This is an optimization exercise on Yosys and OpenROAD, whose aim is small area and a short achievable clock period, not a production implementation. In this exercise RTL edits were held to simulation tests only and were not proved equivalent to the original. Power and IR drop assume default switching activity.

== red ==
==> flow/design.v <==
`default_nettype none
package bdpd_pkg;
    localparam int unsigned VALUE_W = 32;
    localparam int unsigned POS_W   = 16;
    localparam int unsigned COUNT_W = 7;
    typedef enum logic [1:0] {
        CMD_PUSH_FRONT = 2'd0,
        CMD_POP_FRONT  = 2'd1,
        CMD_POP_BACK   = 2'd2,
        CMD_DELETE_AT  = 2'd3
    } cmd_t;
    typedef enum logic [1:0] {
        ST_DONE    = 2'd0,
        ST_EMPTY   = 2'd1,
        ST_FULL    = 2'd2,
        ST_IGNORED = 2'd3
    } status_t;
    typedef enum logic [1:0] {
        CELL_HOLD   = 2'd0,
        CELL_PUSH   = 2'd1,
        CELL_REMOVE = 2'd2
    } cell_op_t;
    typedef struct packed {
        cell_op_t           op;
        logic [POS_W-1:0]   del_idx;
    } cell_ctl_t;
    typedef struct packed {
        cmd_t                       command;
        logic signed [VALUE_W-1:0]  value;
        logic signed [POS_W-1:0]    position;
    } in_word_t;
    typedef struct packed {
        status_t                    status;
        logic [COUNT_W-1:0]         count;
        logic signed [VALUE_W-1:0]  front_value;
        logic signed [VALUE_W-1:0]  back_value;
    } out_word_t;
endpackage
`default_nettype wire
`default_nettype none
module bdpd_cell (
    input  wire logic                                clk,
    input  wire logic                                push,
    input  wire logic                                remove,
    input  wire logic [bdpd_pkg::VALUE_W-1:0]        left_value,
    input  wire logic [bdpd_pkg::VALUE_W-1:0]        right_value,
    output logic [bdpd_pkg::VALUE_W-1:0]             value,
    output logic [bdpd_pkg::VALUE_W-1:0]             next_value
);
    logic hold;
    assign hold = ~push & ~remove;
    assign next_value = ({bdpd_pkg::VALUE_W{push}}   & left_value)
                      | ({bdpd_pkg::VALUE_W{remove}} & right_value)
                      | ({bdpd_pkg::VALUE_W{hold}}   & value);
    always_ff @(posedge clk)
    begin
        value <= next_value;
    end
endmodule
`default_nettype wire
`default_nettype none
module bdpd_ctrl #(
    parameter int COUNT_W = 6
) (
    input  wire logic                  start,
    input  wire bdpd_pkg::in_word_t    item,
    input  wire logic [COUNT_W-1:0]    count,
    output logic                       push_en,
    output logic                       rem_en,
    output logic                       front_rm,
    output logic                       back_in,
    output logic                       back_rm,
    output logic                       shift_en,
    output logic [COUNT_W-1:0]         shift_pos,
    output logic                       rem_tail,
    output bdpd_pkg::status_t          status
);
    logic                 is_push;
    logic                 is_popf;
    logic                 is_popb;
    logic                 is_del;
    logic                 pos_small;
    logic [COUNT_W-1:0]   p;
    logic                 del_ok;
    logic                 empty;
    logic                 full;
    logic                 single;
    logic                 front_pos;
    assign empty     = (count == '0);
    assign full      = count[COUNT_W-1];
    assign single    = (count == COUNT_W'(1));
    assign is_push   = start & (item.command == bdpd_pkg::CMD_PUSH_FRONT);
    assign is_popf   = start & (item.command == bdpd_pkg::CMD_POP_FRONT);
    assign is_popb   = start & (item.command == bdpd_pkg::CMD_POP_BACK);
    assign is_del    = start & (item.command == bdpd_pkg::CMD_DELETE_AT);
    assign pos_small = ~|item.position[bdpd_pkg::POS_W-1:COUNT_W];
    assign p         = item.position[COUNT_W-1:0];
    assign del_ok    = pos_small & (p <= count);
    assign front_pos = ~|item.position[bdpd_pkg::POS_W-1:1];
    assign push_en   = is_push & ~full;
    assign rem_en    = ~empty & (is_popf | is_popb | (is_del & del_ok));
    assign front_rm  = ~empty & (is_popf | (is_popb & single) | (is_del & front_pos));
    assign back_in   = push_en & empty;
    assign back_rm   = ~empty & (is_popb | (single & (is_popf | (is_del & front_pos)))
                               | (is_del & pos_small & (p == count)));
    assign rem_tail  = ~empty & (is_popb | (is_del & pos_small
                                 & ((p == count) | ((p + COUNT_W'(1)) == count))));
    assign shift_en   = is_popf | (is_del & pos_small);
    assign shift_pos  = is_popf ? '0 : p;
    always_comb
    begin
        status = bdpd_pkg::ST_DONE;
        case (item.command)
            bdpd_pkg::CMD_PUSH_FRONT: if (full)  status = bdpd_pkg::ST_FULL;
            bdpd_pkg::CMD_POP_FRONT:  if (empty) status = bdpd_pkg::ST_EMPTY;
            bdpd_pkg::CMD_POP_BACK:   if (empty) status = bdpd_pkg::ST_EMPTY;
            default:
                if (empty)        status = bdpd_pkg::ST_EMPTY;
                else if (!del_ok) status = bdpd_pkg::ST_IGNORED;
        endcase
    end
endmodule
`default_nettype wire
`default_nettype none
module bounded_deque_positional_delete_core #(
    parameter int DEPTH = 32
) (
    input  wire logic                  clk,
    input  wire logic                  rst_n,
    input  wire logic                  start,
    input  wire logic [49:0]           item,
    output logic                       busy,
    output logic                       done,
    output logic [72:0]                result
);
    localparam int W       = bdpd_pkg::VALUE_W;
    localparam int COUNT_W = $clog2(DEPTH + 1);
    bdpd_pkg::in_word_t     item_w;
    assign item_w = item;
    logic [W-1:0]           word [DEPTH];
    logic [W-1:0]           word_next [DEPTH];
    logic                   mv_push;
    logic                   mv_shift;
    logic [COUNT_W-1:0]     mv_pos;
    logic [COUNT_W-1:0]     count;
    bdpd_pkg::status_t      status;
    logic                   done_reg;
    logic [W-1:0]           front;
    logic [W-1:0]           back;
    logic                   push_en;
    logic                   rem_en;
    logic                   front_rm;
    logic                   back_in;
    logic                   back_rm;
    logic                   shift_en;
    logic [COUNT_W-1:0]     shift_pos;
    logic                   rem_tail;
    bdpd_pkg::status_t      status_next;
    logic [DEPTH-1:0]       shift;
    logic [W-1:0]           second;
    logic [W-1:0]           pen;
    logic [DEPTH:0]         count_hot;
    logic [DEPTH-1:0]       pen_sel_next;
    logic [DEPTH-1:0]       pen_sel;
    logic                   pen_front_next;
    logic                   pen_front;
    logic                   two;
    bdpd_ctrl #(
        .COUNT_W (COUNT_W)
    ) u_ctrl (
        .start      (start),
        .item       (item_w),
        .count      (count),
        .push_en    (push_en),
        .rem_en     (rem_en),
        .front_rm   (front_rm),
        .back_in    (back_in),
        .back_rm    (back_rm),
        .shift_en   (shift_en),
        .shift_pos  (shift_pos),
        .rem_tail (rem_tail),
        .status     (status_next)
    );
    for (genvar i = 0; i < DEPTH; i++)
    begin : g_shift
        assign shift[i] = mv_shift & (mv_pos <= COUNT_W'(i + 1));
    end
    assign word_next[0] = front;
    always_ff @(posedge clk)
    begin
        word[0] <= word_next[0];
    end
    for (genvar i = 1; i < DEPTH; i++)
    begin : g_cell
        if (i < DEPTH - 1)
        begin : g_mid
            bdpd_cell u_cell (
                .clk         (clk),
                .push        (mv_push),
                .remove      (shift[i]),
                .left_value  (word[i-1]),
                .right_value (word[i+1]),
                .value       (word[i]),
                .next_value  (word_next[i])
            );
        end
        else
        begin : g_last
            bdpd_cell u_cell (
                .clk         (clk),
                .push        (mv_push),
                .remove      (1'b0),
                .left_value  (word[i-1]),
                .right_value (word[i]),
                .value       (word[i]),
                .next_value  (word_next[i])
            );
        end
    end
    assign two = |count[COUNT_W-1:1];
    assign second = word_next[1];
    always_comb
    begin
        for (int i = 0; i <= DEPTH; i++)
            count_hot[i] = (count == COUNT_W'(i));
    end
    always_comb
    begin
        for (int i = 0; i < DEPTH; i++)
        begin
            if (rem_tail)
                pen_sel_next[i] = (i + 3 <= DEPTH) ? count_hot[(i + 3 <= DEPTH) ? i + 3 : 0] : 1'b0;
            else if (rem_en && i == 0)
                pen_sel_next[i] = 1'b0;
            else
                pen_sel_next[i] = (i + 2 <= DEPTH) ? count_hot[(i + 2 <= DEPTH) ? i + 2 : 0] : 1'b0;
        end
    end
    assign pen_front_next = push_en & count_hot[1];
    always_ff @(posedge clk)
    begin
        pen_sel   <= pen_sel_next;
        pen_front <= pen_front_next;
    end
    always_comb
    begin
        pen = {W{pen_front}} & front;
        for (int i = 0; i < DEPTH; i++)
        begin
            if (pen_sel[i])
                pen = pen | word[i];
        end
    end
    always_ff @(posedge clk)
    begin
        mv_pos   <= shift_pos;
        if (start)
            status <= status_next;
    end
    always_ff @(posedge clk or negedge rst_n)
    begin
        if (!rst_n)
        begin
            mv_push  <= 1'b0;
            mv_shift <= 1'b0;
            count    <= '0;
            done_reg <= 1'b0;
            front    <= '0;
            back     <= '0;
        end
        else
        begin
            mv_push  <= push_en;
            mv_shift <= shift_en;
            done_reg <= start;
            if (push_en)
                count <= count + COUNT_W'(1);
            else if (rem_en)
                count <= count - COUNT_W'(1);
            if (push_en)
                front <= item_w.value;
            else if (front_rm)
                front <= two ? second : '0;
            if (back_in)
                back <= item_w.value;
            else if (back_rm)
                back <= pen;
        end
    end
    assign busy   = 1'b0;
    assign done   = done_reg;
    assign result = {status, bdpd_pkg::COUNT_W'(count), front, back};
endmodule
`default_nettype wire
==> flow/config.mk <==
export PLATFORM = sky130hd
export DESIGN_NAME = bounded_deque_positional_delete_core
export DESIGN_NICKNAME = bounded_deque_positional_delete_core
export VERILOG_FILES = /design/flow/design.v
export SDC_FILE = /design/flow/constraint.sdc
export NUM_CORES = 4
export LEC_CHECK = 0
export CAP_MARGIN = 20
export CORE_MARGIN = 2
export CORE_UTILIZATION = 45
export CTS_CLUSTER_DIAMETER = 100
export CTS_CLUSTER_SIZE = 25
export PLACE_DENSITY = 0.55
export SETUP_SLACK_MARGIN = 3.4
export SLEW_MARGIN = 20
export TNS_END_PERCENT = 100
==> flow/constraint.sdc <==
create_clock -name core_clock -period 6.0 [get_ports {clk}]
set_input_delay 1.2000 -clock core_clock [delete_from_list [all_inputs] [get_ports {clk}]]
set_output_delay 1.2000 -clock core_clock [all_outputs]
set_load 0.01 [all_outputs]
standard.sh (not shown) runs the stock make flow with config.mk's settings and CLKGATE_MAP_FILE= SYNTH_SCRIPT=/design/flow/synth_recipe.tcl, a recipe that flattens the netlist after the stock synthesis.
==> flow/flow/run.sh <==
#!/bin/bash
# The standard layout, with the ports buffered by buf_4 cells instead of
# the default choice; make's full output goes to make.log here
set -euo pipefail
bash standard.sh "BUFFER_PORTS_ARGS=-buffer_cell sky130_fd_sc_hd__buf_4" finish > make.log 2>&1
The inputs of blue differ from those of red as listed below.
Settings: CTS_CLUSTER_SIZE: 25 -> 20.
## What came out
Between blue and red, the difference in number of nets at the end of the flow is negligible. Summary of blue over red: clock-pin slew on the worst setup and hold paths moved down, sequential cell area share shrank by 0.33 points, clock skew after layout down 11 ps, switching component of the power went up 1.6%. Diff blue and red: part of the total power dissipated in combinational logic lower in blue. Minimum clock period after layout for blue: 32 ps down relative to red.
#### Input delta (green over blue)
Settings: clearing CTS_CLUSTER_DIAMETER, which used to be 100; clearing CTS_CLUSTER_SIZE, which used to be 20.
==> comparison <==
Per the final summary, green finished and its layout is clean on timing, DRC and antenna.
Area after synthesis came out exactly the same in green and blue.
On area of the multi-input gates, green and blue are basically level.
Density: green denser than blue
Re placement-stage cell area: no difference whatsoever between blue and green.
green gives more area overhead of the layout relative to synthesis than blue did.

afterwards: timing with drivers on the ports:
Ports are ideal in the flow. The routed layouts listed here were re-timed in OpenROAD.
Step 1 (the two cells are an assumption about what drives the block):
set clk [get_ports {clk}]
set_driving_cell -lib_cell sky130_fd_sc_hd__clkbuf_16 $clk
set_driving_cell -lib_cell sky130_fd_sc_hd__buf_2 [delete_from_list [all_inputs] $clk]
Step 2 adds t to the input delays and takes it off the output delays; t is the mean of the earliest and latest rising clock arrival at the registers after step 1. Input paths then give back, and output paths get back, about the clock's delay inside the block.
a / b / c = no drivers / after step 1 / after step 2; a / b = the first two.
| run | t (ns) | slack for setup (ns) | latest minus earliest clock arrival (ns) | worst register clock-pin slew, ns | cell pins on the clock port's net |
|---|---|---|---|---|---|
| red | 0.778 | 3.293 / 3.282 / 2.694 | 0.043 / 0.044 | 0.11 / 0.11 | 1 |
| blue | 0.751 | 3.324 / 3.307 / 2.708 | 0.034 / 0.034 | 0.10 / 0.10 | 1 |
| green | 0.837 | 3.356 / 3.331 / 2.687 | 0.041 / 0.040 | 0.07 / 0.07 | 1 |
After both steps every run listed still meets setup and hold. For green, which loses most, drivers alone change the setup slack by -0.025 ns; drivers and shift together by -0.669 ns.
